From an optimization exercise on the open Yosys and OpenROAD flow, aimed at small area, a short achievable clock period and few clock cycles per item; shortcuts taken in it are not production practice.
RTL that was checked went through simulation tests only; none was proved equivalent to the original.
Function not checked in runs 5 and 6: the RTL went through the layout flow alone.
Power and IR drop assume default switching activity.

==> flow/design.v, too long to show whole: its modules and the start of the top module <==
// module booth_enc: 50 lines
// module mul_tree1: 884 lines
// module mul_tree2: 278 lines
// module ooo_top: 223 lines
module ooo_top (
   input  wire         clock,
   input  wire         reset,
   input  wire         dispatch_valid,
   input  wire  [2:0]  dispatch_op,
   input  wire  [3:0]  dispatch_rd,
   input  wire  [3:0]  dispatch_rs1,
   input  wire  [3:0]  dispatch_rs2,
   input  wire  [15:0] dispatch_imm,
   output logic        dispatch_ready,
   output logic        commit_valid,
   output logic [3:0]  commit_rd,
   output logic [31:0] commit_value
);
  // ...
==> flow/run.sh <==
#!/bin/bash
# synth_recipe.tcl (not shown) runs the flow's synth.tcl, then flattens the netlist and writes it again
# the make line also repeats each setting of config.mk as NAME=value (left out here)
make -C /OpenROAD-flow-scripts/flow DESIGN_CONFIG=/design/flow/config.mk WORK_HOME=/design/flow/orfs CLKGATE_MAP_FILE= SYNTH_SCRIPT=/design/flow/synth_recipe.tcl finish
==> flow/config.mk <==
export PLATFORM = sky130hd
export DESIGN_NAME = ooo_top
export DESIGN_NICKNAME = ooo_top
export VERILOG_FILES = /design/flow/design.v
export SDC_FILE = /design/flow/constraint.sdc
export NUM_CORES = 4
export LEC_CHECK = 0
export CAP_MARGIN = 20
export CORE_MARGIN = 2
export CORE_UTILIZATION = 40
export CTS_CLUSTER_DIAMETER = 80
export CTS_CLUSTER_SIZE = 25
export PLACE_DENSITY = 0.65
export SETUP_SLACK_MARGIN = 5
export SLEW_MARGIN = 20
export TNS_END_PERCENT = 0
==> flow/constraint.sdc <==
create_clock -name core_clock -period 8.0 [get_ports {clock}]
set_input_delay 1.6000 -clock core_clock [delete_from_list [all_inputs] [get_ports {clock}]]
set_output_delay 1.6000 -clock core_clock [all_outputs]
set_load 0.01 [all_outputs]
==> metrics.md, run 1 <==
| Metric | Value |
|---|---|
| Status | complete, no violations |
| Buffer depth of the longest clock path | 3 |
| Yosys warns | 1 |
| CP bufs+invs | 2 |
| Worst setup EP type | register |
| Clock latency (worst-skew pair) | approximately 0.7 ns |
| FFs w/ async S/R, synth | 0% |
| Final Core Density | between 40% and 50% |
| Post-Synth Adder-Cell Area | 5.12% |
| Flops & latches, synth | roughly 890 |
| Largest registers | rf x512, m_mid x147 |
| DIE AREA | between 100000 and 150000 um2 |
| Comb pwr share | between 10% and 20% |
| Crit path max fanout | 32 |
| WHS Path Cells | 0 |
| RSZ-0062 raised after global routing | yes |
| Commonest non-fill, non-tap cell in the layout | edfxtp_1 |
| Inverters, non-clock | between 150 and 200 |
| GPL Wtd Cong | roughly 0.9 |
| Instance count of the mapped netlist | 5079 |
| Remaining DRCs | 0 |
| Share of cells above drive strength 1 | about an eighth |
| Clock network fraction of total power | approximately 31% |
| Syn nets | about 5200 |
| Routed wire per std cell | around 28 um |
| Largest delay share family, worst path | XOR/XNOR gates |
| EDFF count, synth | between 500 and 600 |
| Sequential cell count | 888 |
| Mux cell area share after synthesis | ~2.2% |
| Crit share post-route | between 40% and 50% |
| Crit-path max cell delay | about 0.49 ns |
| Startpoint of the worst hold path | d_rd[2]$_DFF_P_ |
| Multi-input logic area | ~27000 um2 |
| Clock-pin slew on the worst setup and hold paths | 0.10 ns |
| Met3 Use GR | about 5.7% |
Testbench counts, summed over its fixed seeds: cycles 16,438, insts 16,000.
==> run 2: changes to the inputs <==
--- a/flow/config.mk
+++ b/flow/config.mk
@@ -5,12 +5,12 @@
 export SDC_FILE = /design/flow/constraint.sdc
 export NUM_CORES = 4
 export LEC_CHECK = 0
-export CAP_MARGIN = 20
+export CAP_MARGIN = 5
 export CORE_MARGIN = 2
 export CORE_UTILIZATION = 40
 export CTS_CLUSTER_DIAMETER = 80
 export CTS_CLUSTER_SIZE = 25
 export PLACE_DENSITY = 0.65
 export SETUP_SLACK_MARGIN = 5
-export SLEW_MARGIN = 20
+export SLEW_MARGIN = 5
 export TNS_END_PERCENT = 0
==> run 2 against run 1 <==
  * Final area did not move
  * Critical path depth did not move
  * Die area did not move
  * Via count did not move
  * Still clean on timing, DRC and antenna
  * Largest cell class unchanged
  * Routed wire length did not move
  * Maximum frequency did not move
  * Sequential cell count did not move
==> metrics.md, run 2 <==
| Metric | Value |
|---|---|
| Sequential share of the synthesized area | 44.5% |
| Cell count after placement | roughly 6600 |
| Crit-path max cell delay | 0.49 ns (about the same) |
| Startpoint of the worst hold path | d_rd[2]$_DFF_P_ |
| Syn_area_per_cell | between 10 and 15 um2 |
| Final Hold Fails | 0 |
| Largest registers | rf x512, m_mid x147 |
| Final non-filler cell total | between 6000 and 7000 |
| Final nets | 5133 |
| Clock-pin slew on the worst setup and hold paths | 0.10 ns (about the same) |
| CP startpoint kind | register |
| FFs w/ async S/R, synth | 0% (unchanged) |
| Overflow after GRT | 0 |
| Root Buffer | clkbuf_16 |
| CTS Buf Count | 49 |
| Area leader, netlist | edfxtp_1 |
| Routed wire per std cell | 27.6 um (unchanged) |
| CP cell instances | buf_12, mux2_2, mux2i_4, buf_8, o22ai_1, xor2_1, xor3_1, maj3_2, maj3_2, xor2_1, or3b_1, nand2_1 |
| Multi-input logic area | 27200 um2 (unchanged) |
| Initial antenna violation count | 0 |
| Relative slew slack | between 20% and 30% |
| Count leader, synth | edfxtp_1 |
| Crit share post-route | 47.1% (unchanged) |
| WHS Path Cells | 0 (unchanged) |
| DR vias/cell | 6.36 |
| Area Overhead vs Synth | 10.4% |
| Buffer depth of the longest clock path | 3 (unchanged) |
| Worst Tran Pin Value | 1.06 ns |
| Pins Over Slew Limit | 0 |
| Total wire length | roughly 190 mm |
| WHS Endpoint | m_rd[2]$_DFF_P_ |
| Setup TNS | 0 ns |
| Placed Area | about 55000 um2 |
| GPL Wtd Cong | 0.919 (unchanged) |
| Remaining DRCs | 0 (unchanged) |
| Worst R2R Path Depth | 12 |
| Max reg flops | between 500 and 600 |
| Flops & latches, synth | 888 (unchanged) |
| VDD IR-drop max | around 0.20 mV |
| Die Wd | approximately 370 um |
| Hold WC Path Type | reg2reg |
| Chip height | around 370 um |
| Post-synth top cells | edfxtp_1 (543), xnor2_1 (451), dfxtp_1 (345) |
| Vias | 43000 |
| PortBufs | 71 |
| Final worst-path setup slack | about 4.2 ns |
| Share of cells above drive strength 1 | 12.0% (unchanged) |
| Status | complete, no violations |
| Cell variety after synth | 90 |
| DIE AREA | 133000 um2 (unchanged) |
| CP bufs+invs | 2 (unchanged) |
| Clock latency (worst-skew pair) | 0.70 ns (about the same) |
| Final Core Density | 44.4% (unchanged) |
| Power per Cell Area | 162 nW/um2 |
| Instance count of the mapped netlist | 5079 (unchanged) |
| Maximum clock frequency | roughly 270 MHz |
| First-pass GRT wire length | approximately 270 mm |
| DR iter-0 viols | 6129 |
| Top cells by area, synth | edfxtp_1 (31%), dfxtp_1 (13%), xnor2_1 (7.6%) |
| Place WS | between 3 and 4 ns |
| 1st-pass router iterations | 9 |
| RSZ-0062 raised after global routing | yes |
| Reg2reg end | m_mid[115]$_DFF_P_ |
| Top-level port count | between 70 and 80 |
| Final ANT Viol Nets | 0 |
| Reg2reg start | d_mb_w$_DFF_P_ |
| GR Util All Layers | 27.2% |
| Largest net degree at the start of global routing | 88 |
| Rows | between 100 and 150 |
| WS Path Type | reg2reg |
| Worst setup EP type | register |
| Leak Pwr | approximately 19 nW |
| Fin crit period | approximately 3.8 ns |
| Most frequent cells in the layout | edfxtp_1 (543), xnor2_1 (444), nor2_1 (317) |
| R2R setup slack | approximately 4.2 ns |
| CTS sink cnt | slightly below 900 |
| Commonest non-fill, non-tap cell in the layout | edfxtp_1 |
| Initial Util | 40.3% |
| Synth Cell Area | approximately 52000 um2 |
| Skew final | 0.0649 ns |
| Largest delay share family, worst path | XOR/XNOR gates |
| Setup-failing EPs final | 0 |
| Max Cap Viol | 0 |
| DP HPWL | between 100 and 150 mm |
| Most used DFF post-synth | edfxtp_1 |
| Crit path max fanout | 32 (unchanged) |
| H-tree depth | 2 |
| Worst endpoint data arrival time | 4.35 ns |
| Fill count | about 12000 |
| TritonCTS clock tree | done |
| Core area | ~130000 um2 |
| Yosys top cell area share | 31.3% |
| Max stage delay cell, worst path | xor3_1 |
| Syn nets | 5225 (unchanged) |
| Worst Path Required | 8.59 ns |
| Final Cell Area | approximately 58000 um2 |
| EDFF count, synth | 543 (unchanged) |
| Sequential cell area | roughly 23000 um2 |
| Yosys warns | 1 (unchanged) |
| Vias in the first global route | about 42000 |
| Most flops, register | rf |
## run 2: logic make-up after synthesis
| logic type | Yosys count | synth area share (%) |
|---|---|---|
| compound gates | 1572 | 20.8 |
| xor+xnor | 751 | 13.7 |
| fa+ha+maj | 220 | 5.12 |
| buf+inv | 587 | 4.77 |
| flops | 888 | 44.5 |
| mux | 106 | 2.21 |
| simple gates | 955 | 8.87 |
## run 2: layout make-up
cell class,instances,share of cell area (%)
multi-input combinational,3604,47.3
sequential,888,40.5
timing repair buffer,293,4.67
tap,1742,3.79
clock buffer,70,2.30
inverter,151,0.994
clock inverter,18,0.420
antenna,1,0.00435
## run 2: timing repair
item,4_1_cts,5_1_grt
gates resized for setup,161,23
setup buffers,60,7
pin swaps,46,15
hold buffers,0,0
gates cloned,2,0
setup endpoints to repair,211,245
## run 2: power breakdown
group / leakage [nW] / internal, mW / switching, mW
clock: 0.751 / 1.24 / 1.66
sequential: 7.83 / 5.05 / 0.186
combinational: 10.9 / 0.421 / 0.771
## run 2: worst max-delay path by stage
stage,startpoint,to,depth (start not counted)
finish,d_mb_w$_DFF_P_,m_mid[115]$_DFF_P_,12
global route,m_mid[13]$_DFF_P_,w_val[28]$_DFF_P_,17
CTS,m_mid[13]$_DFF_P_,w_val[28]$_DFF_P_,17
detailed placement,d_b_m$_DFF_P_,m_mid[30]$_DFF_P_,17
global placement,d_b_m$_DFF_P_,m_mid[30]$_DFF_P_,17
floorplan,h_a_w$_SDFF_PP0_,m_mid[31]$_DFF_P_,12
## run 2: stage by stage
step	hold slack, ns	total power, mW
final	0.376	9.33
after global routing	0.397	9.61
after CTS	0.388	9.33
after detailed placement	0.384	6.44
after global placement	0.377	6.43
after floorplan	0.373	5.97
## run 2: routing by layer
metal  GRT usage [%]  part of all wire, %  wire [um]  vias to the layer above
met1            35.1                   38      71300                    20900
met5               0                    0          0                        -
met3            5.75                   11      21400                      598
met2            43.2                   45      83200                     2936
li1                -                    -          -                    18600
met4            13.9                  5.7      10700                        0
## run 2: worst reg2reg max path: cells and delay by family (launching register included)
family,cells,cell delay [ns]
AOI/OAI and AO/OA,1,0.21
DFF,1,0.42
muxes,2,0.56
xor gates and xnor gates,3,0.88
and+or+nand+nor,2,0.44
buffers and inverters,2,0.48
adders and majority gates,2,0.69
==> module ooo_top, before the edit <==
module ooo_top (
   input  wire         clock,
   input  wire         reset,
   input  wire         dispatch_valid,
   input  wire  [2:0]  dispatch_op,
   input  wire  [3:0]  dispatch_rd,
   input  wire  [3:0]  dispatch_rs1,
   input  wire  [3:0]  dispatch_rs2,
   input  wire  [15:0] dispatch_imm,
   output logic        dispatch_ready,
   output logic        commit_valid,
   output logic [3:0]  commit_rd,
   output logic [31:0] commit_value
);
   localparam logic [2:0] op_li  = 3'd0;
   localparam logic [2:0] op_add = 3'd1;
   localparam logic [2:0] op_sub = 3'd2;
   localparam logic [2:0] op_and = 3'd3;
   localparam logic [2:0] op_xor = 3'd4;
   localparam logic [2:0] op_mul = 3'd5;
   localparam int         mid_w  = ooo_pkg::mid_w;
   logic [31:0]      rf [16];
   logic [15:0]      rf_set;
   logic             f_valid;
   logic [2:0]       f_op;
   logic [3:0]       f_rd;
   logic [3:0]       f_rs1;
   logic [3:0]       f_rs2;
   logic [15:0]      f_imm;
   logic             ready_q;     
   logic             d_valid;
   logic             d_sub;       
   logic             d_sel_sum;   
   logic             d_sel_and;
   logic             d_sel_xor;
   logic             d_mul;
   logic [3:0]       d_rd;
   logic [31:0]      d_a;
   logic [31:0]      d_b;         
   logic [15:0]      d_one, d_two, d_neg;    
   logic             d_a_m, d_b_m, d_a_w, d_b_w;
   logic             d_ma_m, d_mb_m, d_ma_w, d_mb_w;
   logic             h_a_m, h_b_m, h_a_w, h_b_w;
   logic             h_ma_m, h_mb_m, h_ma_w, h_mb_w;
   logic             m_valid;
   logic             m_mul;
   logic [3:0]       m_rd;
   logic [mid_w-1:0] m_mid;
   logic             w_valid;
   logic [3:0]       w_rd;
   logic [31:0]      w_val;
   logic             stall;
   logic             take;
   logic             uses;
   logic             f_mul;
   logic             f_sub;
   logic             a_d, b_d, a_m, b_m, a_w, b_w;
   logic             ready_next;
   logic [31:0]      rd_a, rd_b;
   logic [15:0]      rd_one, rd_two, rd_neg;
   logic [15:0]      m_one, m_two, m_neg;
   logic [15:0]      w_one, w_two, w_neg;
   logic [15:0]      x_one, x_two, x_neg;
   logic [31:0]      m_row0;
   logic [31:0]      xa, xb, ma;
   logic [32:0]      sum;
   logic [31:0]      row0;
   logic [mid_w-1:0] tree_mid;
   logic [mid_w-1:0] x_mid;
   logic [31:0]      m_s, m_c;
   logic [31:0]      w_next;
   assign m_row0 = m_mid[31:0];
   assign stall = f_valid && uses && d_valid && d_mul && (f_rs1 == d_rd || f_rs2 == d_rd);
   assign take           = !stall;
   assign dispatch_ready = ready_q;
   assign ready_next = !(!stall && f_valid && f_mul && dispatch_valid &&
                         dispatch_op != op_li &&
                         (dispatch_rs1 == f_rd || dispatch_rs2 == f_rd));
   always_ff @(posedge clock) begin
      if (reset) begin
         f_valid <= 1'b0;
         ready_q <= 1'b1;
      end else begin
         ready_q <= ready_next;
         if (take) begin
            f_valid <= dispatch_valid;
            f_op    <= dispatch_op;
            f_rd    <= dispatch_rd;
            f_rs1   <= dispatch_rs1;
            f_rs2   <= dispatch_rs2;
            f_imm   <= dispatch_imm;
         end
      end
   end
   assign uses  = (f_op != op_li);
   assign f_mul = (f_op == op_mul);
   assign f_sub = (f_op == op_sub);
   assign a_d = uses && d_valid && (f_rs1 == d_rd);
   assign b_d = uses && d_valid && (f_rs2 == d_rd);
   assign a_m = uses && m_valid && (f_rs1 == m_rd);
   assign b_m = uses && m_valid && (f_rs2 == m_rd);
   assign a_w = w_valid && (f_rs1 == w_rd);
   assign b_w = w_valid && (f_rs2 == w_rd);
   always_comb begin
      rd_a = '0;
      rd_b = '0;
      for (int r = 0; r < 16; r++) begin
         rd_a = rd_a | ({32{rf_set[r] && f_rs1 == r}} & rf[r]);
         rd_b = rd_b | ({32{rf_set[r] && f_rs2 == r}} & rf[r]);
      end
      if (a_w) rd_a = w_val;
      if (b_w) rd_b = w_val;
      if (!uses) rd_a = {{16{f_imm[15]}}, f_imm};
      if (!uses) rd_b = '0;
   end
   booth_enc i_rd_enc (.b(rd_b), .one(rd_one), .two(rd_two), .neg(rd_neg));
   always_ff @(posedge clock) begin
      if (reset) begin
         d_valid <= 1'b0;
      end else begin
         d_valid <= f_valid && !stall;
      end
      d_sub     <= f_sub;
      d_sel_sum <= !(f_op == op_and || f_op == op_xor || f_mul);
      d_sel_and <= (f_op == op_and);
      d_sel_xor <= (f_op == op_xor);
      d_mul     <= f_mul;
      d_rd      <= f_rd;
      d_a       <= rd_a;
      d_b       <= rd_b ^ {32{f_sub}};
      d_one     <= rd_one;
      d_two     <= rd_two;
      d_neg     <= rd_neg;
      d_a_m     <= !f_mul && a_d;
      d_b_m     <= !f_mul && b_d;
      d_a_w     <= !f_mul && !a_d && a_m;
      d_b_w     <= !f_mul && !b_d && b_m;
      d_ma_m    <= f_mul && a_d;
      d_mb_m    <= f_mul && b_d;
      d_ma_w    <= f_mul && !a_d && a_m;
      d_mb_w    <= f_mul && !b_d && b_m;
   end
   always_ff @(posedge clock) begin
      if (reset) begin
         h_a_m  <= 1'b0;
         h_b_m  <= 1'b0;
         h_a_w  <= 1'b0;
         h_b_w  <= 1'b0;
         h_ma_m <= 1'b0;
         h_mb_m <= 1'b0;
         h_ma_w <= 1'b0;
         h_mb_w <= 1'b0;
      end else begin
         h_a_m  <= !f_mul && a_d;
         h_b_m  <= !f_mul && b_d;
         h_a_w  <= !f_mul && !a_d && a_m;
         h_b_w  <= !f_mul && !b_d && b_m;
         h_ma_m <= f_mul && a_d;
         h_mb_m <= f_mul && b_d;
         h_ma_w <= f_mul && !a_d && a_m;
         h_mb_w <= f_mul && !b_d && b_m;
      end
   end
   assign xa[15:0]  = d_a_m ? m_row0[15:0] : (d_a_w ? w_val[15:0] : d_a[15:0]);
   assign xa[31:16] = h_a_m ? m_row0[31:16] : (h_a_w ? w_val[31:16] : d_a[31:16]);
   assign xb[15:0]  = d_b_m ? (m_row0[15:0] ^ {16{d_sub}}) :
                      (d_b_w ? (w_val[15:0] ^ {16{d_sub}}) : d_b[15:0]);
   assign xb[31:16] = h_b_m ? (m_row0[31:16] ^ {16{d_sub}}) :
                      (h_b_w ? (w_val[31:16] ^ {16{d_sub}}) : d_b[31:16]);
   assign ma[15:0]  = d_ma_m ? m_row0[15:0] : (d_ma_w ? w_val[15:0] : d_a[15:0]);
   assign ma[31:16] = h_ma_m ? m_row0[31:16] : (h_ma_w ? w_val[31:16] : d_a[31:16]);
   booth_enc i_m_enc (.b(m_row0), .one(m_one), .two(m_two), .neg(m_neg));
   booth_enc i_w_enc (.b(w_val), .one(w_one), .two(w_two), .neg(w_neg));
   assign x_one[7:0]  = d_mb_m ? m_one[7:0] : (d_mb_w ? w_one[7:0] : d_one[7:0]);
   assign x_two[7:0]  = d_mb_m ? m_two[7:0] : (d_mb_w ? w_two[7:0] : d_two[7:0]);
   assign x_neg[7:0]  = d_mb_m ? m_neg[7:0] : (d_mb_w ? w_neg[7:0] : d_neg[7:0]);
   assign x_one[15:8] = h_mb_m ? m_one[15:8] : (h_mb_w ? w_one[15:8] : d_one[15:8]);
   assign x_two[15:8] = h_mb_m ? m_two[15:8] : (h_mb_w ? w_two[15:8] : d_two[15:8]);
   assign x_neg[15:8] = h_mb_m ? m_neg[15:8] : (h_mb_w ? w_neg[15:8] : d_neg[15:8]);
   assign sum = {xa, 1'b1} + {xb, d_sub};
   mul_tree1 i_mul_tree1 (.a(ma), .one(x_one), .two(x_two), .neg(x_neg), .mid(tree_mid));
   assign row0 = ({32{d_sel_sum}}  & sum[32:1])
               | ({32{d_sel_and}}  & (xa & xb))
               | ({32{d_sel_xor}}  & (xa ^ xb))
               | ({32{d_mul}}      & tree_mid[31:0]);
   assign x_mid = {tree_mid[mid_w-1:32] & {(mid_w-32){d_mul}}, row0};
   always_ff @(posedge clock) begin
      if (reset) begin
         m_valid <= 1'b0;
      end else begin
         m_valid <= d_valid;
      end
      m_mul <= d_mul;
      m_rd  <= d_rd;
      m_mid <= x_mid;
   end
   mul_tree2 i_mul_tree2 (.mid(m_mid), .s(m_s), .c(m_c));
   assign w_next = m_s + m_c;
   always_ff @(posedge clock) begin
      if (reset) begin
         w_valid <= 1'b0;
      end else begin
         w_valid <= m_valid;
      end
      w_rd  <= m_rd;
      w_val <= w_next;
   end
   always_ff @(posedge clock) begin
      if (reset) begin
         rf_set <= '0;
      end else if (w_valid) begin
         rf_set[w_rd] <= 1'b1;
      end
   end
   always_ff @(posedge clock) begin
      if (w_valid) begin
         rf[w_rd] <= w_val;
      end
   end
   assign commit_valid = w_valid;
   assign commit_rd    = w_rd;
   assign commit_value = w_val;
endmodule
==> run 3: changes to the inputs <==
--- a/flow/design.v
+++ b/flow/design.v
@@ -1258,7 +1258,6 @@
    logic [3:0]       d_rd;
    logic [31:0]      d_a;
    logic [31:0]      d_b;         
-   logic [15:0]      d_one, d_two, d_neg;    
    logic             d_a_m, d_b_m, d_a_w, d_b_w;
    logic             d_ma_m, d_mb_m, d_ma_w, d_mb_w;
    logic             h_a_m, h_b_m, h_a_w, h_b_w;
@@ -1278,7 +1277,7 @@
    logic             a_d, b_d, a_m, b_m, a_w, b_w;
    logic             ready_next;
    logic [31:0]      rd_a, rd_b;
-   logic [15:0]      rd_one, rd_two, rd_neg;
+   logic [15:0]      d_one, d_two, d_neg;
    logic [15:0]      m_one, m_two, m_neg;
    logic [15:0]      w_one, w_two, w_neg;
    logic [15:0]      x_one, x_two, x_neg;
@@ -1334,7 +1333,6 @@
       if (!uses) rd_a = {{16{f_imm[15]}}, f_imm};
       if (!uses) rd_b = '0;
    end
-   booth_enc i_rd_enc (.b(rd_b), .one(rd_one), .two(rd_two), .neg(rd_neg));
    always_ff @(posedge clock) begin
       if (reset) begin
          d_valid <= 1'b0;
@@ -1349,9 +1347,6 @@
       d_rd      <= f_rd;
       d_a       <= rd_a;
       d_b       <= rd_b ^ {32{f_sub}};
-      d_one     <= rd_one;
-      d_two     <= rd_two;
-      d_neg     <= rd_neg;
       d_a_m     <= !f_mul && a_d;
       d_b_m     <= !f_mul && b_d;
       d_a_w     <= !f_mul && !a_d && a_m;
@@ -1392,6 +1387,7 @@
    assign ma[31:16] = h_ma_m ? m_row0[31:16] : (h_ma_w ? w_val[31:16] : d_a[31:16]);
    booth_enc i_m_enc (.b(m_row0), .one(m_one), .two(m_two), .neg(m_neg));
    booth_enc i_w_enc (.b(w_val), .one(w_one), .two(w_two), .neg(w_neg));
+   booth_enc i_d_enc (.b(d_b), .one(d_one), .two(d_two), .neg(d_neg));
    assign x_one[7:0]  = d_mb_m ? m_one[7:0] : (d_mb_w ? w_one[7:0] : d_one[7:0]);
    assign x_two[7:0]  = d_mb_m ? m_two[7:0] : (d_mb_w ? w_two[7:0] : d_two[7:0]);
    assign x_neg[7:0]  = d_mb_m ? m_neg[7:0] : (d_mb_w ? w_neg[7:0] : d_neg[7:0]);
==> flow/config.mk (replaced) <==
export PLATFORM = sky130hd
export DESIGN_NAME = ooo_top
export DESIGN_NICKNAME = ooo_top
export VERILOG_FILES = /design/flow/design.v
export SDC_FILE = /design/flow/constraint.sdc
export NUM_CORES = 4
export LEC_CHECK = 0
export CAP_MARGIN = 20
export CORE_MARGIN = 2
export CORE_UTILIZATION = 40
export CTS_CLUSTER_DIAMETER = 80
export CTS_CLUSTER_SIZE = 25
export PLACE_DENSITY = 0.75
export SETUP_SLACK_MARGIN = 5
export SLEW_MARGIN = 20
export TNS_END_PERCENT = 0
==> run 3 against run 2 <==
  * Cell count fell by 4.9%
  * Sequential power rose by 2%
  * Largest cell class unchanged
  * Count of clock-buffer cells in the layout fell by 6
  * Setup slack improved by 0.050 ns
  * Still clean on timing, DRC and antenna
  * Hold slack got worse by 0.026 ns
  * Die area fell by 3.6%
  * Clock skew rose by 0.0029 ns
  * Critical path type unchanged
==> metrics.md, run 3 <==
| Metric | Value |
|---|---|
| Status | complete, no violations |
| Rows | 130 (-1.5%) |
| Max Cap Viol | 0 (unchanged) |
| WS Path Type | reg2reg |
| Hold Buf Count CTS | 0 (unchanged) |
| Most frequent cells in the layout | edfxtp_1 (543), xnor2_1 (437), o22ai_1 (281) |
| Initial Util | 40.2% (-0.087 points) |
| Share of cells above drive strength 1 | 12.4% (+0.35 points) |
| Worst hold slack | 0.350 ns (-0.0257 ns) |
| GR Util All Layers | 26.8% (-0.44 points) |
| Reg2reg end | w_val[28]$_DFF_P_ |
| Worst endpoint data arrival time | 4.28 ns (-0.07 ns) |
| Compound-cell area share of the yosys netlist | 20.3% (-0.56 points) |
| Pint | 7.55 mW (+12%) |
| Skew final | 0.0678 ns (+0.00294 ns) |
| WHS Endpoint | w_rd[2]$_DFF_P_ |
| R2R setup slack | 4.28 ns (+0.05 ns) |
| Leak Pwr | 18.7 nW (-3.8%) |
| Fin crit period | 3.72 ns (-0.0503 ns) |
| Commonest non-fill, non-tap cell in the layout | edfxtp_1 |
| Post-synth top cells | edfxtp_1 (543), xnor2_1 (452), clkbuf_1 (311) |
| Initial antenna violation count | 0 (unchanged) |
| Max stage delay cell, worst path | fa_1 |
| Largest family of logic cells by synthesized area | compound AO/OA/AOI/OAI gates |
| NetSw | 3.83 mW (+46%) |
| Flops & latches, synth | 840 (-5.4%) |
| Area Overhead vs Synth | 11.4% |
| Final Cell Area | 56000 um2 (-2.7%) |
| Most flops, register | rf |
| Worst R2R Path Depth | 16 (+4) |
| CP Launch Point | m_mid[75]$_DFF_P_ |
| Post-Synth Adder-Cell Area | 5.67% (+0.55 points) |
| Final Hold Fails | 0 (unchanged) |
| Final ANT Viol Nets | 0 (unchanged) |
| Relative slew slack | 31.7% (+3.1 points) |
| Switching Share | 33.7% (+5.6 points) |
| Largest registers | rf x512, m_mid x147 |
| Remaining DRCs | 0 (unchanged) |
| Sequential Power Share | 46.9% (-9.2 points) |
| Max reg flops | 512 (unchanged) |
| Worst setup EP type | register |
| Overflow after GRT | 0 (unchanged) |
| Die Wd | 358 um (-1.8%) |
| Core area | 125000 um2 (-3.4%) |
| DR iter-0 viols | 7084 (+16%) |
| Cell variety after synth | 89 (-1.1%) |
| CP cell instances | maj3_1, xnor2_2, xnor2_2, fa_1, inv_1, ha_4, a21o_1, a21o_1, a21oi_2, o21bai_1, a21oi_2, o221ai_4, a211oi_2, o21bai_2, mux2i_1, o2111ai_1 |
| Top-level port count | 72 (unchanged) |
| Power per Cell Area | 203 nW/um2 (+25%) |
| Most used DFF post-synth | edfxtp_1 |
| CP startpoint kind | register |
| First-pass GRT wire length | 261 mm (-4.2%) |
| Comb pwr share | 28.9% (+16 points) |
| Root Buffer | clkbuf_16 |
| Largest net degree at the start of global routing | 82 (-6.8%) |
| Clock network fraction of total power | 24.2% (-6.9 points) |
| Synth Area in XOR/XNOR | 14.0% (+0.35 points) |
| FFs w/ async S/R, synth | 0% (unchanged) |
| Total wire length | 180 mm (-3.8%) |
| Chip height | 358 um (-1.8%) |
| Final nets | 4894 (-4.7%) |
| Crit path max fanout | 5 (-84%) |
| Crit-path max cell delay | 0.52 ns (+0.03 ns) |
| CTS Buf Count | 45 (-8.2%) |
| Instance count of the mapped netlist | 4834 (-4.8%) |
| Setup-failing EPs final | 0 (unchanged) |
| Buffer depth of the longest clock path | 3 (unchanged) |
| WHS Path Cells | 0 (unchanged) |
| Worst Tran Pin Value | 1.02 ns (-0.0391 ns) |
| Vias in the first global route | 41100 (-1.1%) |
| Area leader, netlist | edfxtp_1 |
| Fill count | 11200 (-7.5%) |
| Maximum clock frequency | 269 MHz (+1.4%) |
| Pins Over Slew Limit | 0 (unchanged) |
| VDD IR-drop max | 0.166 mV (-16%) |
| RSZ-0062 raised after global routing | yes |
| Place WS | 3.30 ns (+0.186 ns) |
| DR vias/cell | 6.67 (+4.9%) |
| DIE AREA | 128000 um2 (-3.6%) |
| Simple-gate area share of the yosys netlist | 8.02% (-0.85 points) |
| Crit share post-route | 46.5% (-0.63 points) |
| Clock latency (worst-skew pair) | 0.68 ns (-0.02 ns) |
| Hold WC Path Type | reg2reg |
| Reg2reg start | m_mid[75]$_DFF_P_ |
| Mux cell area share after synthesis | 3.18% (+0.96 points) |
| Startpoint of the worst hold path | m_rd[2]$_DFF_P_ |
| 1st-pass router iterations | 7 (-2) |
| CTS sink cnt | 840 (-5.4%) |
| Top cells by area, synth | edfxtp_1 (32%), dfxtp_1 (12%), xnor2_1 (7.9%) |
| Synth Cell Area | 50300 um2 (-3.6%) |
| Final worst-path setup slack | 4.28 ns (+0.0503 ns) |
| Placed Area | 52700 um2 (-3.6%) |
| Clock-pin slew on the worst setup and hold paths | 0.10 ns (about the same) |
| Design Power | 11.4 mW (+22%) |
| TritonCTS clock tree | done |
| EDFF count, synth | 543 (unchanged) |
| Syn_area_per_cell | 10.4 um2 (+1.3%) |
| GPL Wtd Cong | 0.970 (+5.5%) |
| Setup TNS | 0 ns (unchanged) |
| Sequential share of the synthesized area | 44.3% (-0.25 points) |
| DP HPWL | 106 mm (-4.2%) |
| H-tree depth | 2 (unchanged) |
| Worst Path Required | 8.56 ns (-0.03 ns) |
| Yosys warns | 1 (unchanged) |
| Syn nets | 4980 (-4.7%) |
| Vias | 42900 (-0.25%) |
| Count leader, synth | edfxtp_1 |
| Yosys top cell area share | 32.4% (+1.2 points) |
| PortBufs | 71 (unchanged) |
| Routed wire per std cell | 27.9 um (+1.2%) |
run 3: worst max-delay path by stage:
stage               depth (start not counted)  slack (ns)           endpoint
finish                                     16        4.28  w_val[28]$_DFF_P_
global route                               17        4.20  w_val[25]$_DFF_P_
CTS                                        17        4.36  w_val[28]$_DFF_P_
detailed placement                         16        3.30  m_mid[27]$_DFF_P_
global placement                           16        3.48  m_mid[27]$_DFF_P_
floorplan                                  17        4.42  w_val[28]$_DFF_P_
run 3: what timing repair did:
| action | in CTS | in global routing |
|---|---|---|
| endpoints found under the setup margin | 211 | 194 |
| setup buffers | 44 | 32 |
| pin swaps | 35 | 43 |
| resized for setup | 173 | 104 |
| gates cloned | 2 | 1 |
run 3: power by group through the flow:
stage	clock, mW	sequential, mW	combinational, mW
detailed placement	0	5.43	3.04
global route	2.90	5.35	3.49
floorplan	0	5.41	2.05
global placement	0	5.42	2.98
finish	2.75	5.33	3.29
CTS	2.75	5.32	3.15
run 3: metal layers:
layer	vias up	routed length, um	GRT usage, %
met5	-	0	0
met4	0	13100	15.8
met3	875	26500	7.36
met2	3781	76900	40.5
met1	20300	63100	34.2
li1	17900	-	-
run 3: metrics by stage:
stage / cells / util [%]
floorplan: 4834 / -
global placement: 6272 / 42.1
detailed placement: 6272 / 42.1
CTS: 6402 / 44.1
global route: 6435 / 44.7
finish: 6436 / 44.7
run 3: area by class of cell:
cell class / count / area, um2 / share of cell area (%)
tap: 1650 / 2060 / 3.69
multi-input combinational: 3422 / 26900 / 48.1
inverter: 152 / 574 / 1.03
clock buffer: 64 / 1200 / 2.14
timing repair buffer: 287 / 2550 / 4.55
antenna: 1 / 2.50 / 0.00447
clock inverter: 20 / 302 / 0.539
sequential: 840 / 22400 / 40.0
run 3: kinds of logic (layout without fill, tap and decap cells):
family                   after synthesis  after routing
AO/OA/AOI/OAI                       1444           1444
buffers and inverters                574            523
adder cells (fa/ha/maj)              239            239
other                                  0              1
XOR/XNOR                             735            735
AND/OR/NAND/NOR                      856            858
multiplexers                         146            146
flip-flops                           840            840
run 3: critical path, delay by kind of cell (launching register included):
kind	cells	cell delay, ns
flip-flops	1	0.36
AO/OA/AOI/OAI	9	1.52
multiplexers	1	0.16
XOR/XNOR	2	0.35
adder cells (fa/ha/maj)	3	1.20
buffers and inverters	1	0.06
Testbench counts of run 3, summed over its fixed seeds: cycles 16,438, insts 16,000.
==> run 4: changes to the inputs <==
--- a/flow/config.mk
+++ b/flow/config.mk
@@ -10,7 +10,7 @@
 export CORE_UTILIZATION = 40
 export CTS_CLUSTER_DIAMETER = 80
 export CTS_CLUSTER_SIZE = 25
-export PLACE_DENSITY = 0.75
+export PLACE_DENSITY = 0.65
 export SETUP_SLACK_MARGIN = 5
 export SLEW_MARGIN = 20
 export TNS_END_PERCENT = 0
==> run 4 against run 3 <==
  * Non-clock buffer count is 26 lower
  * Count of clock-buffer cells in the layout is 3 higher
  * Sequential share of layout area is 0.40 points higher
  * Sequential cell count stayed put
  * Routed wire length is 1.2% higher
  * Maximum frequency is 1.9% lower
  * Via count is 2.0% lower
  * Critical path depth stayed put
  * Clock skew is 0.016 ns higher
  * Critical path type unchanged
  * Highest routed layer unchanged
==> metrics.md, run 4 <==
| Metric | Value |
|---|---|
| Yosys warns | 1 (unchanged) |
| CP startpoint kind | register |
| Most used DFF post-synth | edfxtp_1 |
| GRT met2 Usage | 42.4% (+1.9 points) |
| Switching Share | 33.2% (-0.47 points) |
| Crit path max fanout | 5 (unchanged) |
| Top-level port count | 72 (unchanged) |
| Initial antenna violation count | 1 (+1) |
| Final worst-path setup slack | 4.21 ns (-0.0725 ns) |
| Area leader, netlist | edfxtp_1 |
| H-tree depth | 2 (unchanged) |
| Fill count | 11500 (+2.7%) |
| GR Util All Layers | 27.5% (+0.74 points) |
| Most frequent cells in the layout | edfxtp_1 (543), xnor2_1 (448), o22ai_1 (282) |
| Largest delay share family, worst path | compound AO/OA/AOI/OAI gates |
| Comb pwr share | 28.5% (-0.4 points) |
| Multi-input logic area | 26500 um2 (-1.6%) |
| Clock-pin slew on the worst setup and hold paths | 0.10 ns (about the same) |
| Leak Pwr | 18.5 nW (-0.83%) |
| Remaining DRCs | 0 (unchanged) |
| Synth Cell Area | 50300 um2 (unchanged) |
| Instance count of the mapped netlist | 4834 (unchanged) |
| Relative slew slack | 28.2% (-3.5 points) |
| Syn_area_per_cell | 10.4 um2 (unchanged) |
| DR vias/cell | 6.55 (-1.7%) |
| GPL Wtd Cong | 0.962 (-0.84%) |
| Initial Util | 40.2% (unchanged) |
| 1st-pass router iterations | 9 (+2) |
| Rows | 130 (unchanged) |
| Skew final | 0.0843 ns (+0.0165 ns) |
| Core area | 125000 um2 (unchanged) |
| VDD IR-drop max | 0.176 mV (+5.8%) |
| First-pass GRT wire length | 265 mm (+1.7%) |
| DR iter-0 viols | 6339 (-11%) |
| CTS Buf Count | 47 (+4.4%) |
| Sequential Power Share | 46.6% (-0.3 points) |
| Chip height | 358 um (unchanged) |
| Worst Tran Pin Value | 1.08 ns (+0.0503 ns) |
| DIE AREA | 128000 um2 (unchanged) |
| Met1 Track Usage GR | 36.3% (+2.1 points) |
| Met3 Use GR | 5.93% (-1.4 points) |
| Pins Over Slew Limit | 0 (unchanged) |
| Final Hold Fails | 0 (unchanged) |
| RSZ-0062 raised after global routing | yes |
| Worst endpoint data arrival time | 4.28 ns (about the same) |
| Share of cells above drive strength 1 | 11.3% (-1.1 points) |
| Hold WC Path Type | reg2reg |
| NetSw | 3.78 mW (-1.3%) |
| Flops & latches, synth | 840 (unchanged) |
| Clock network fraction of total power | 24.9% (+0.7 points) |
| Crit-path max cell delay | 0.56 ns (+0.04 ns) |
| Hold Buf Count CTS | 0 (unchanged) |
| Post-synth top cells | edfxtp_1 (543), xnor2_1 (452), clkbuf_1 (311) |
| Maximum clock frequency | 264 MHz (-1.9%) |
| Worst Path Required | 8.49 ns (-0.07 ns) |
| CP cell instances | maj3_2, xnor2_2, xnor2_2, fa_1, inv_1, ha_4, a21o_1, a21o_1, a21oi_1, o21bai_1, a21oi_2, o221ai_4, a211oi_4, o21bai_2, mux2i_1, o2111ai_1 |
| GR peak layer | met2 |
| Setup TNS | 0 ns (unchanged) |
| Top cells by area, synth | edfxtp_1 (32%), dfxtp_1 (12%), xnor2_1 (7.9%) |
| Root Buffer | clkbuf_16 |
| PortBufs | 71 (unchanged) |
| FFs w/ async S/R, synth | 0% (unchanged) |
| Sequential share of the synthesized area | 44.3% (unchanged) |
| CTS sink cnt | 840 (unchanged) |
| Count leader, synth | edfxtp_1 |
| Buffer depth of the longest clock path | 3 (unchanged) |
| DP HPWL | 109 mm (+2.8%) |
| Setup-failing EPs final | 0 (unchanged) |
| CP bufs+invs | 1 (unchanged) |
| Most flops, register | rf |
| Max stage delay cell, worst path | fa_1 |
| Fin crit period | 3.79 ns (+0.0725 ns) |
| Yosys top cell area share | 32.4% (unchanged) |
| Power per Cell Area | 205 nW/um2 (+1.1%) |
| Clock latency (worst-skew pair) | 0.70 ns (+0.02 ns) |
| Final ANT Viol Nets | 0 (unchanged) |
| Cell variety after synth | 89 (unchanged) |
| Max Cap Viol | 0 (unchanged) |
| Status | complete, no violations |
| Total wire length | 182 mm (+1.2%) |
| Routed wire per std cell | 28.3 um (+1.5%) |
| Largest net degree at the start of global routing | 67 (-18%) |
| Crit share post-route | 47.4% (+0.91 points) |
| Final nets | 4870 (-0.49%) |
| Largest registers | rf x512, m_mid x147 |
| Max reg flops | 512 (unchanged) |
| Die Wd | 358 um (unchanged) |
| Overflow after GRT | 0 (unchanged) |
| Syn nets | 4980 (unchanged) |
| Vias | 42000 (-2.0%) |
| Sequential cell area | 22400 um2 (about the same) |
| Vias in the first global route | 40400 (-1.6%) |
| Pint | 7.60 mW (+0.77%) |
| Area Overhead vs Synth | 10.2% |
| TritonCTS clock tree | done |
| EDFF count, synth | 543 (unchanged) |
| WS Path Type | reg2reg |
| Final Core Density | 44.3% (-0.47 points) |
| Commonest non-fill, non-tap cell in the layout | edfxtp_1 |
| Place WS | 3.23 ns (-0.0768 ns) |
| Worst setup EP type | register |
## run 4: cell type report
type,count,share of cell area (%)
repair buffers,261,4.14
clock buffers,67,2.33
flip-flops and latches,840,40.4
well taps,1650,3.73
clock inverters,21,0.549
multi-input cells,3422,47.8
inverters,152,1.04
diodes,1,0.00452
## run 4: what timing repair did
| action | in CTS | in global routing |
|---|---|---|
| buffers inserted | 37 | 11 |
| endpoints found under the setup margin | 214 | 198 |
| pin swaps | 35 | 12 |
| cloned | 0 | 2 |
| resized for setup | 140 | 36 |
## run 4: worst paths after layout
path                       end  depth (start not counted)  slack [ns]         startpoint
max reg2reg  w_val[28]$_DFF_P_                         16        4.21  m_mid[15]$_DFF_P_
min reg2reg    m_rd[2]$_DFF_P_                          0        0.37    d_rd[2]$_DFF_P_
max          w_val[28]$_DFF_P_                         16        4.21  m_mid[15]$_DFF_P_
min            m_rd[2]$_DFF_P_                          0        0.37    d_rd[2]$_DFF_P_
## run 4: power groups by stage
stage	sequential (mW)	combinational, mW	clock [mW]
floorplan	5.41	2.05	0
global placement	5.41	3.03	0
detailed placement	5.41	3.08	0
CTS	5.30	3.17	2.85
global route	5.32	3.46	3.00
finish	5.30	3.24	2.84
## run 4: routing by layer
metal | up-vias | wire length (um)
met5 | - | 0
met1 | 20400 | 68900
met4 | 0 | 11100
met2 | 3081 | 79300
li1 | 17900 | -
met3 | 680 | 22300
## run 4: worst reg2reg max path: cells and delay by family (launching register included)
family / cells / cell delay, ns
XOR/XNOR: 2 / 0.34
adder cells (fa/ha/maj): 3 / 1.16
AO/OA/AOI/OAI: 9 / 1.51
buffers and inverters: 1 / 0.07
multiplexers: 1 / 0.17
flip-flops: 1 / 0.38
## run 4: logic make-up (layout without fill, tap and decap cells)
family / after synthesis / in the layout / synth area share [%]
XOR/XNOR: 735 / 735 / 14.0
multiplexers: 146 / 146 / 3.18
buffers and inverters: 574 / 501 / 4.56
adder cells (fa/ha/maj): 239 / 239 / 5.67
AO/OA/AOI/OAI: 1444 / 1444 / 20.3
flip-flops: 840 / 840 / 44.3
AND/OR/NAND/NOR: 856 / 858 / 8.02
other: 0 / 1 / 0
## run 4: through the flow
step	cell area [um2]	power, mW	std cells	hold WS, ns
detailed placement	52700	8.49	6275	0.382
global placement	52700	8.44	6275	0.380
CTS	55100	11.3	6400	0.381
global route	55400	11.8	6413	0.386
floorplan	50400	7.45	4834	0.373
finish	55400	11.4	6414	0.374
==> run 5: changes to the inputs <==
--- a/flow/design.v
+++ b/flow/design.v
@@ -1283,13 +1283,40 @@
    logic [15:0]      x_one, x_two, x_neg;
    logic [31:0]      m_row0;
    logic [31:0]      xa, xb, ma;
-   logic [32:0]      sum;
+   logic [31:0]      sum;
+   logic [31:0]      and_ab;
    logic [31:0]      row0;
    logic [mid_w-1:0] tree_mid;
    logic [mid_w-1:0] x_mid;
    logic [31:0]      m_s, m_c;
    logic [31:0]      w_next;
    assign m_row0 = m_mid[31:0];
+   function automatic logic [31:0] add32(input logic [31:0] a, input logic [31:0] b,
+                                         input logic [31:0] g, input logic cin);
+      logic [31:0] gg;
+      logic [31:0] pp;
+      logic [31:0] ng;
+      logic [31:0] np;
+      logic [31:0] c;
+      gg    = g;
+      pp    = a | b;
+      gg[0] = g[0] | (pp[0] & cin);
+      for (int l = 0; l < 5; l++) begin
+         for (int i = 0; i < 32; i++) begin
+            if (i >= (1 << l)) begin
+               ng[i] = gg[i] | (pp[i] & gg[i - (1 << l)]);
+               np[i] = pp[i] & pp[i - (1 << l)];
+            end else begin
+               ng[i] = gg[i];
+               np[i] = pp[i];
+            end
+         end
+         gg = ng;
+         pp = np;
+      end
+      c = {gg[30:0], cin};
+      add32 = (a ^ c) ^ b;
+   endfunction
    assign stall = f_valid && uses && d_valid && d_mul && (f_rs1 == d_rd || f_rs2 == d_rd);
    assign take           = !stall;
    assign dispatch_ready = ready_q;
@@ -1394,11 +1421,11 @@
    assign x_one[15:8] = h_mb_m ? m_one[15:8] : (h_mb_w ? w_one[15:8] : d_one[15:8]);
    assign x_two[15:8] = h_mb_m ? m_two[15:8] : (h_mb_w ? w_two[15:8] : d_two[15:8]);
    assign x_neg[15:8] = h_mb_m ? m_neg[15:8] : (h_mb_w ? w_neg[15:8] : d_neg[15:8]);
-   assign sum = {xa, 1'b1} + {xb, d_sub};
+   assign and_ab = xa & xb;
+   assign sum    = add32(xa, xb, and_ab & ~{32{d_sel_xor}}, d_sub);
    mul_tree1 i_mul_tree1 (.a(ma), .one(x_one), .two(x_two), .neg(x_neg), .mid(tree_mid));
-   assign row0 = ({32{d_sel_sum}}  & sum[32:1])
-               | ({32{d_sel_and}}  & (xa & xb))
-               | ({32{d_sel_xor}}  & (xa ^ xb))
+   assign row0 = ({32{d_sel_sum || d_sel_xor}} & sum)
+               | ({32{d_sel_and}}  & and_ab)
                | ({32{d_mul}}      & tree_mid[31:0]);
    assign x_mid = {tree_mid[mid_w-1:32] & {(mid_w-32){d_mul}}, row0};
    always_ff @(posedge clock) begin
@@ -1412,7 +1439,7 @@
       m_mid <= x_mid;
    end
    mul_tree2 i_mul_tree2 (.mid(m_mid), .s(m_s), .c(m_c));
-   assign w_next = m_s + m_c;
+   assign w_next = add32(m_s, m_c, m_s & m_c, 1'b0);
    always_ff @(posedge clock) begin
       if (reset) begin
          w_valid <= 1'b0;
==> run 5 against run 4 <==
  * Clock skew is 0.023 ns lower
  * Routed wire length is 0.28% lower
  * Via count is 1.1% higher
  * Combinational power is 5% lower
  * Core utilization is 0.36 points lower
  * Clock power is 1% lower
  * Largest cell class unchanged
  * Die area is 0.69% higher
  * Sequential cell count stayed put
  * Maximum frequency is 12% lower
  * Cell count is 2.1% higher
  * Register-to-register slack worse by 0.50 ns
==> metrics.md, run 5 <==
| Metric | Value |
|---|---|
| Largest delay share family, worst path | adder cells |
| Most frequent cells in the layout | edfxtp_1 (543), xnor2_1 (489), xor2_1 (304) |
| Syn_area_per_cell | 10.2 um2 (-2.3%) |
| Worst setup EP type | register |
| Fin crit period | 4.29 ns (+0.501 ns) |
| Status | complete, no violations |
| EDFF count, synth | 543 (unchanged) |
| Maximum clock frequency | 233 MHz (-12%) |
| Area Overhead vs Synth | 8.96% |
| GRT met2 Usage | 41.7% (-0.73 points) |
| Max reg flops | 512 (unchanged) |
| Cell variety after synth | 100 (+12%) |
| Max Cap Viol | 0 (unchanged) |
| Hold WC Path Type | reg2reg |
| Routed wire per std cell | 27.7 um (-2.3%) |
| CTS Buf Count | 47 (unchanged) |
| Place WS | 3.21 ns (-0.0210 ns) |
| Setup TNS | 0 ns (unchanged) |
| CP startpoint kind | register |
| TritonCTS clock tree | done |
| Top-level port count | 72 (unchanged) |
| Sequential share of the synthesized area | 44.0% (-0.31 points) |
| Final nets | 4941 (+1.5%) |
| DR vias/cell | 6.49 (-0.93%) |
| NetSw | 3.67 mW (-2.7%) |
| DP HPWL | 107 mm (-1.2%) |
| Pint | 7.46 mW (-1.9%) |
| Final non-filler cell total | 6546 (+2.1%) |
| Count leader, synth | edfxtp_1 |
| Final worst-path setup slack | 3.71 ns (-0.501 ns) |
| Flops & latches, synth | 840 (unchanged) |
| Die Wd | 360 um (+0.35%) |
| Clock network fraction of total power | 25.1% (+0.2 points) |
| RSZ-0062 raised after global routing | yes |
| Crit-path max cell delay | 0.57 ns (about the same) |
| Hold Buf Count CTS | 0 (unchanged) |
| GR peak layer | met2 |
| Yosys top cell area share | 32.2% (-0.23 points) |
| Setup-failing EPs final | 0 (unchanged) |
| Pins Over Slew Limit | 0 (unchanged) |
| Clock-pin slew on the worst setup and hold paths | 0.10 ns (about the same) |
| Overflow after GRT | 0 (unchanged) |
| Chip height | 360 um (+0.35%) |
| Yosys warns | 1 (unchanged) |
| Syn nets | 5066 (+1.7%) |
| Worst Tran Pin Value | 1.27 ns (+0.196 ns) |
| Power per Cell Area | 202 nW/um2 (-1.8%) |
| Vias | 42500 (+1.1%) |
| GR Util All Layers | 26.7% (-0.80 points) |
| Core area | 126000 um2 (+0.39%) |
| Met1 Track Usage GR | 34.5% (-1.8 points) |
| Relative slew slack | 15.2% (-13 points) |
| Total wire length | 181 mm (-0.28%) |
| Root Buffer | clkbuf_16 |
| Clock latency (worst-skew pair) | 0.69 ns (about the same) |
| Commonest non-fill, non-tap cell in the layout | edfxtp_1 |
| H-tree depth | 2 (unchanged) |
| CP dominant cell by count | maj3_2 |
| Leak Pwr | 17.7 nW (-4.6%) |
| CP bufs+invs | 0 (-1) |
| Final ANT Viol Nets | 0 (unchanged) |
| Comb pwr share | 27.6% (-0.9 points) |
| Vias in the first global route | 41100 (+1.7%) |
| Top cells by area, synth | edfxtp_1 (32%), dfxtp_1 (12%), xnor2_1 (8.5%) |
| DIE AREA | 129000 um2 (+0.69%) |
| PortBufs | 71 (unchanged) |
| DR iter-0 viols | 6302 (-0.58%) |
| First-pass GRT wire length | 264 mm (-0.51%) |
| Worst endpoint data arrival time | 4.88 ns (+0.60 ns) |
| Initial Util | 40.3% (+0.12 points) |
| Crit path max fanout | 3 (-2) |
| WS Path Type | reg2reg |
| FFs w/ async S/R, synth | 0% (unchanged) |
| Most flops, register | rf |
| Share of cells above drive strength 1 | 10.1% (-1.2 points) |
| Largest registers | rf x512, m_mid x147 |
| GPL Wtd Cong | 0.932 (-3.1%) |
| Most used DFF post-synth | edfxtp_1 |
| Rows | 130 (unchanged) |
| Worst Path Required | 8.59 ns (+0.10 ns) |
| Max stage delay cell, worst path | fa_1 |
| Met3 Use GR | 5.73% (-0.20 points) |
| Synth Cell Area | 50600 um2 (+0.70%) |
| Area leader, netlist | edfxtp_1 |
| Remaining DRCs | 0 (unchanged) |
| Crit share post-route | 53.6% (+6.3 points) |
| Switching Share | 33.0% (-0.17 points) |
| CP cell instances | maj3_2, xor2_1, xnor2_1, fa_1, nor2b_4, maj3_2, maj3_2, a221o_1, a21oi_4, nor2b_4, nor4b_4, a2111o_1, nand3_2, a31oi_4, maj3_2, maj3_2, xnor2_1 |
| Final Hold Fails | 0 (unchanged) |
| Instance count of the mapped netlist | 4982 (+3.1%) |
| Cell count after placement | 6436 (+2.6%) |
| CTS sink cnt | 840 (unchanged) |
| Post-synth top cells | edfxtp_1 (543), xnor2_1 (490), nor2_1 (318) |
| Initial antenna violation count | 2 (+1) |
| Final Core Density | 43.9% (-0.36 points) |
| Largest net degree at the start of global routing | 69 (+3.0%) |
| 1st-pass router iterations | 9 (unchanged) |
| VDD IR-drop max | 0.177 mV (+0.77%) |
| Skew final | 0.0612 ns (-0.0231 ns) |
| Sequential Power Share | 47.3% (+0.7 points) |
| Buffer depth of the longest clock path | 3 (unchanged) |
[run 5: changes by cell type in the layout (fill, tap and decap cells not counted), moves of 20 or more]
cell     previous run  this run
ha_1               82        29
nor2_1            259       301
a21oi_1           199       175
xnor3_1            22         1
xnor2_1           448       489
and2_1             20        82
a22o_1            212       183
dfxtp_1           255       277
o21a_1              6        26
mux2i_1           105       125
xor2_1            233       304
a21o_1             43         8
nor2b_1            22        73
inv_1             142        74
[run 5: logic make-up (layout without fill, tap and decap cells)]
family,Yosys count,in the layout,synth area share (%)
AO/OA/AOI/OAI,1451,1451,20.5
AND/OR/NAND/NOR,1067,1067,10.4
flip-flops,840,840,44.0
XOR/XNOR,804,804,14.2
buffers and inverters,507,420,4.18
adder cells (fa/ha/maj),178,178,4.09
multiplexers,135,135,2.70
other,0,1,0
[run 5: worst paths after layout]
check,startpoint,endpoint,slack [ns],depth (start not counted)
setup / recovery,m_mid[13]$_DFF_P_,w_val[30]$_DFF_P_,3.71,17
setup reg to reg,m_mid[13]$_DFF_P_,w_val[30]$_DFF_P_,3.71,17
hold / removal,d_rd[3]$_DFF_P_,m_rd[3]$_DFF_P_,0.36,0
hold reg to reg,d_rd[3]$_DFF_P_,m_rd[3]$_DFF_P_,0.36,0
[run 5: metal layers]
layer,vias up,part of all wire (%),wire (um)
li1,18300,-,-
met2,2964,44,80000
met5,-,0.020,36
met3,609,12,21100
met4,6,6.0,10800
met1,20600,38,69100
[run 5: timing repair]
item / in CTS / in global routing
pin swaps: 27 / 26
buffers inserted: 12 / 10
resized for setup: 42 / 32
endpoints found under the setup margin: 199 / 221
hold endpoints to repair: 0 / 0
[run 5: cell type report]
cell class                 count  area (um2)
antenna                        1        2.50
clock buffer                  68        1300
clock inverter                19         240
fill                       11800       70400
inverter                      78         293
multi-input combinational   3635       26800
sequential                   840       22300
tap                         1650        2060
timing repair buffer         255        2100
[run 5: power by group through the flow]
| stage | sequential, mW | clock, mW | combinational [mW] |
|---|---|---|---|
| after floorplan | 5.39 | 0 | 1.95 |
| after global placement | 5.36 | 0 | 2.90 |
| after detailed placement | 5.37 | 0 | 2.95 |
| after CTS | 5.26 | 2.82 | 2.99 |
| after global routing | 5.28 | 2.96 | 3.28 |
| final | 5.27 | 2.80 | 3.07 |
[run 5: metrics by stage]
step                      hold WS [ns]  total power, mW  cell area [um2]
after floorplan                  0.373             7.34            50700
after global placement           0.381             8.26            53100
after detailed placement         0.379             8.32            53100
after CTS                        0.367             11.1            54900
final                            0.362             11.1            55100
after global routing             0.372             11.5            55100
==> run 6: changes to the inputs <==
--- a/flow/design.v
+++ b/flow/design.v
@@ -1258,6 +1258,7 @@
    logic [3:0]       d_rd;
    logic [31:0]      d_a;
    logic [31:0]      d_b;         
+   logic [15:0]      d_one, d_two, d_neg;    
    logic             d_a_m, d_b_m, d_a_w, d_b_w;
    logic             d_ma_m, d_mb_m, d_ma_w, d_mb_w;
    logic             h_a_m, h_b_m, h_a_w, h_b_w;
@@ -1277,7 +1278,7 @@
    logic             a_d, b_d, a_m, b_m, a_w, b_w;
    logic             ready_next;
    logic [31:0]      rd_a, rd_b;
-   logic [15:0]      d_one, d_two, d_neg;
+   logic [15:0]      rd_one, rd_two, rd_neg;
    logic [15:0]      m_one, m_two, m_neg;
    logic [15:0]      w_one, w_two, w_neg;
    logic [15:0]      x_one, x_two, x_neg;
@@ -1360,6 +1361,7 @@
       if (!uses) rd_a = {{16{f_imm[15]}}, f_imm};
       if (!uses) rd_b = '0;
    end
+   booth_enc i_rd_enc (.b(rd_b), .one(rd_one), .two(rd_two), .neg(rd_neg));
    always_ff @(posedge clock) begin
       if (reset) begin
          d_valid <= 1'b0;
@@ -1374,6 +1376,9 @@
       d_rd      <= f_rd;
       d_a       <= rd_a;
       d_b       <= rd_b ^ {32{f_sub}};
+      d_one     <= rd_one;
+      d_two     <= rd_two;
+      d_neg     <= rd_neg;
       d_a_m     <= !f_mul && a_d;
       d_b_m     <= !f_mul && b_d;
       d_a_w     <= !f_mul && !a_d && a_m;
@@ -1414,7 +1419,6 @@
    assign ma[31:16] = h_ma_m ? m_row0[31:16] : (h_ma_w ? w_val[31:16] : d_a[31:16]);
    booth_enc i_m_enc (.b(m_row0), .one(m_one), .two(m_two), .neg(m_neg));
    booth_enc i_w_enc (.b(w_val), .one(w_one), .two(w_two), .neg(w_neg));
-   booth_enc i_d_enc (.b(d_b), .one(d_one), .two(d_two), .neg(d_neg));
    assign x_one[7:0]  = d_mb_m ? m_one[7:0] : (d_mb_w ? w_one[7:0] : d_one[7:0]);
    assign x_two[7:0]  = d_mb_m ? m_two[7:0] : (d_mb_w ? w_two[7:0] : d_two[7:0]);
    assign x_neg[7:0]  = d_mb_m ? m_neg[7:0] : (d_mb_w ? w_neg[7:0] : d_neg[7:0]);
--- a/flow/config.mk
+++ b/flow/config.mk
@@ -8,9 +8,7 @@
 export CAP_MARGIN = 20
 export CORE_MARGIN = 2
 export CORE_UTILIZATION = 40
-export CTS_CLUSTER_DIAMETER = 80
-export CTS_CLUSTER_SIZE = 25
-export PLACE_DENSITY = 0.65
+export PLACE_DENSITY = 0.5
 export SETUP_SLACK_MARGIN = 5
 export SLEW_MARGIN = 20
 export TNS_END_PERCENT = 0
==> run 6 against run 5 <==
  * Still clean
  * Power rose by 0.73%
  * Core utilization up 1.5 points
  * Count of clock-buffer cells in the layout rose by 72
  * Largest cell class unchanged
  * Largest power group unchanged
  * Highest routed layer unchanged
==> metrics.md, run 6 <==
| Metric | Value |
|---|---|
| R2R setup slack | 3.97 ns (+0.26 ns) |
| Overflow after GRT | 0 (unchanged) |
| Comb pwr share | 9.4% (-18 points) |
| TritonCTS clock tree | done |
| Power per Cell Area | 190 nW/um2 (-5.6%) |
| CTS sink cnt | 888 (+5.7%) |
| Pins Over Slew Limit | 0 (unchanged) |
| Chip height | 365 um (+1.5%) |
| Vias in the first global route | 41500 (+1.0%) |
| Initial antenna violation count | 4 (+2) |
| Most frequent cells in the layout | edfxtp_1 (543), xnor2_1 (463), nor2_1 (424) |
| Setup TNS | 0 ns (unchanged) |
| Worst endpoint data arrival time | 4.62 ns (-0.26 ns) |
| Sequential Power Share | 46.1% (-1.2 points) |
| Maximum clock frequency | 248 MHz (+6.4%) |
| Synth Cell Area | 52200 um2 (+3.1%) |
| Rows | 132 (+1.5%) |
| Pint | 8.28 mW (+11%) |
| Worst Path Required | 8.59 ns (about the same) |
| Multi-input logic area | 27300 um2 (+1.7%) |
| Largest net degree at the start of global routing | 68 (-1.4%) |
| VDD IR-drop max | 0.175 mV (-1.2%) |
| Worst R2R Path Depth | 18 (+1) |
| Root Buffer | clkbuf_16 |
| Crit share post-route | 50.4% (-3.2 points) |
| Share of cells above drive strength 1 | 13.2% (+3.1 points) |
| Status | complete, no violations |
| Mux cell area share after synthesis | 2.07% (-0.62 points) |
| Worst setup EP type | register |
| Crit-path max cell delay | 0.50 ns (-0.07 ns) |
| Routed wire per std cell | 29.9 um (+7.9%) |
| Switching Share | 26.1% (-6.9 points) |
| Simple-gate area share of the yosys netlist | 10.8% (+0.36 points) |
| Reg2reg end | w_val[24]$_DFF_P_ |
| DR iter-0 viols | 5530 (-12%) |
| Die Wd | 365 um (+1.5%) |
| Final ANT Viol Nets | 0 (unchanged) |
| Post-synth top cells | edfxtp_1 (543), xnor2_1 (466), nor2_1 (428) |
| Max Cap Viol | 0 (unchanged) |
| Top-level port count | 72 (unchanged) |
| Most flops, register | rf |
| CTS Buf Count | 103 (+120%) |
| Critical Path Sink | w_val[24]$_DFF_P_ |
| RSZ-0062 raised after global routing | yes |
| Clock latency (worst-skew pair) | 0.76 ns (+0.07 ns) |
| Clock network fraction of total power | 44.5% (+19 points) |
| Final Hold Fails | 0 (unchanged) |
| Relative slew slack | 28.2% (+13 points) |
| Remaining DRCs | 0 (unchanged) |
| Post-Synth Adder-Cell Area | 4.66% (+0.56 points) |
| DR vias/cell | 6.23 (-4.1%) |
| Largest registers | rf x512, m_mid x147 |
| Hold WC Path Type | reg2reg |
| Design Power | 11.2 mW (+0.73%) |
| Count leader, synth | edfxtp_1 |
| Sequential cell area | 23300 um2 (+4.4%) |
| Synth Area in XOR/XNOR | 14.2% (+0.031 points) |
| CP startpoint kind | register |
| H-tree depth | 3 (+1) |
| M1 wire length | 87.2 mm (+26%) |
| Reg2reg start | m_mid[9]$_DFF_P_ |
| Initial Util | 40.3% (about the same) |
| Max reg flops | 512 (unchanged) |
| DP HPWL | 126 mm (+18%) |
| Top cells by area, synth | edfxtp_1 (31%), dfxtp_1 (13%), xnor2_1 (7.8%) |
| NetSw | 2.93 mW (-20%) |
| Most used DFF post-synth | edfxtp_1 |
| DR top layer | met5 |
| First-pass GRT wire length | 293 mm (+11%) |
| Yosys warns | 1 (unchanged) |
| FFs w/ async S/R, synth | 0% (unchanged) |
| Yosys top cell area share | 31.3% (-0.96 points) |
| Clock-pin slew on the worst setup and hold paths | 0.06 ns (-0.04 ns) |
| PortBufs | 71 (unchanged) |
| WS Path Type | reg2reg |
| Syn_area_per_cell | 10.2 um2 (+0.18%) |
| Largest family of logic cells by synthesized area | compound AO/OA/AOI/OAI gates |
| GPL Wtd Cong | 0.916 (-1.7%) |
| Ant diodes | 0 (-1) |
| Area leader, netlist | edfxtp_1 |
| Total wire length | 206 mm (+14%) |
| Fin crit period | 4.03 ns (-0.260 ns) |
| GR Util All Layers | 30.2% (+3.4 points) |
| 1st-pass router iterations | 6 (-3) |
| CP cell instances | maj3_1, xor2_1, xnor2_1, fa_1, or2_4, a31oi_1, nor2_1, o21ai_1, nand2_2, o22ai_4, a31oi_4, buf_12, buf_4, a211o_1, and2_1, o221ai_1, nand3_1, xor2_1 |
| Skew final | 0.0606 ns (-0.000542 ns) |
| Area Overhead vs Synth | 12.9% |
| EDFF count, synth | 543 (unchanged) |
| Setup-failing EPs final | 0 (unchanged) |
| Sequential share of the synthesized area | 44.5% (+0.54 points) |
| Compound-cell area share of the yosys netlist | 19.6% (-0.89 points) |
| Syn nets | 5209 (+2.8%) |
| DIE AREA | 133000 um2 (+3.0%) |
| Final nets | 5158 (+4.4%) |
| Max stage delay cell, worst path | fa_1 |
| Crit path max fanout | 12 (+9) |
| Instance count of the mapped netlist | 5125 (+2.9%) |
| CP Launch Point | m_mid[9]$_DFF_P_ |
| Vias | 43000 (+1.1%) |
| CP dominant cell by count | xor2_1 |
| Worst Tran Pin Value | 1.08 ns (-0.196 ns) |
| Leak Pwr | 19.0 nW (+7.6%) |
| Fill count | 12300 (+4.7%) |
| Core area | 129000 um2 (+3.1%) |
| Cell variety after synth | 95 (-5.0%) |
| Commonest non-fill, non-tap cell in the layout | edfxtp_1 |
| Metal2 WL | 90.8 mm (+13%) |
| Buffer depth of the longest clock path | 3 (unchanged) |
| Routed met3 length | 19.3 mm (-8.7%) |
| Hold Buf Count CTS | 0 (unchanged) |
| Flops & latches, synth | 888 (+5.7%) |
[run 6: cell count changes in the layout (fill, tap and decap cells not counted), sizes merged, moves of 27 or more]
cell	before	now
nand3b	9	36
mux2i	125	84
dfxtp	297	345
a22o	183	119
a22oi	169	298
nand3	82	151
nor2	318	431
maj3	128	161
nand4	49	19
o21ai	181	238
clkbuf	68	140
a221oi	205	125
nor3	74	38
[run 6: worst min-delay path by stage]
stage / cells after the start / endpoint / startpoint
detailed placement: 0 / w_rd[1]$_DFF_P_ / m_rd[1]$_DFF_P_
floorplan: 0 / m_rd[0]$_DFF_P_ / d_rd[0]$_DFF_P_
finish: 0 / m_rd[3]$_DFF_P_ / d_rd[3]$_DFF_P_
global placement: 0 / w_rd[0]$_DFF_P_ / m_rd[0]$_DFF_P_
CTS: 0 / w_rd[1]$_DFF_P_ / m_rd[1]$_DFF_P_
global route: 0 / w_rd[0]$_DFF_P_ / m_rd[0]$_DFF_P_
[run 6: metrics by stage]
stage                     instance area (um2)  setup WS [ns]  cells  hold WS (ns)  utilization [%]
after floorplan                         52300           4.20   5125         0.373                -
after global placement                  54700           3.13   6680         0.386             42.2
after detailed placement                54700           3.11   6680         0.386             42.2
after CTS                               58600           3.94   6887         0.395             45.3
after global routing                    58900           3.78   6900         0.403             45.5
final                                   58900           3.97   6900         0.393             45.5
[run 6: power by group through the flow]
stage | clock network, mW | logic (mW) | registers (mW)
after global routing | 5.24 | 1.13 | 5.18
after detailed placement | 0 | 1.02 | 5.27
after global placement | 0 | 1.02 | 5.27
after floorplan | 0 | 0.635 | 5.21
after CTS | 5.05 | 1.03 | 5.17
final | 4.98 | 1.05 | 5.17
[run 6: metal layers]
layer  up-vias  GRT usage, %
met2      2371          46.5
met3       476          5.29
met1     21200          41.8
li1      18900             -
met5         -             0
met4         4          12.2
[run 6: logic make-up after synthesis]
family,count (synthesis)
compound gates,1462
simple gates,1152
flops,888
xor+xnor,808
buf+inv,502
fa+ha+maj,211
mux,102
[run 6: what timing repair did]
| item | 4_1_cts | 5_1_grt |
|---|---|---|
| setup endpoints to repair | 306 | 303 |
| gates resized for setup | 58 | 36 |
| pin swaps | 10 | 19 |
| setup buffers | 18 | 13 |
[run 6: worst max-delay path, delay by kind of cell, from the launching register on]
family	cells	cell delay (ns)
adder cells (fa/ha/maj)	2	0.89
buffers and inverters	2	0.31
XOR/XNOR	3	0.53
AO/OA/AOI/OAI	6	0.99
flip-flops	1	0.40
AND/OR/NAND/NOR	5	0.75
[run 6: final cells by class]
type	instances	share of cell area, %
flip-flops and latches	888	39.5
repair buffers	270	3.86
clock buffers	140	4.89
well taps	1742	3.70
clock inverters	49	1.15
multi-input cells	3735	46.4
inverters	76	0.491

-- separate check: timing with driven ports --
How much do the figures lean on ideal ports? The routed layouts below were timed once more, with nothing changed but the port constraints. Step 1 (the two cells are an assumption about what drives the block):
set clk [get_ports {clock}]
set_driving_cell -lib_cell sky130_fd_sc_hd__clkbuf_16 $clk
set_driving_cell -lib_cell sky130_fd_sc_hd__buf_2 [delete_from_list [all_inputs] $clk]
Step 2 adds t to the input delays and takes it off the output delays; t is the mean of the earliest and latest rising clock arrival at the registers after step 1. Input paths then give back, and output paths get back, about the clock's delay inside the block. Three values: ideal, step 1, step 2; two values: the first two.
| run | t (ns) | slack for setup (ns) | worst data-port slew with drivers (ns) |
|---|---|---|---|
| run 1 | 0.733 | 4.232 / 4.232 / 4.232 | 0.05 |
| run 2 | 0.733 | 4.232 / 4.232 / 4.232 | 0.05 |
| run 3 | 0.729 | 4.282 / 4.282 / 4.282 | 0.04 |
| run 4 | 0.734 | 4.210 / 4.198 / 4.210 | 0.04 |
| run 5 | 0.728 | 3.709 / 3.709 / 3.709 | 0.06 |
| run 6 | 0.795 | 3.969 / 3.969 / 3.969 | 0.09 |
After both steps every run listed still meets setup and hold.
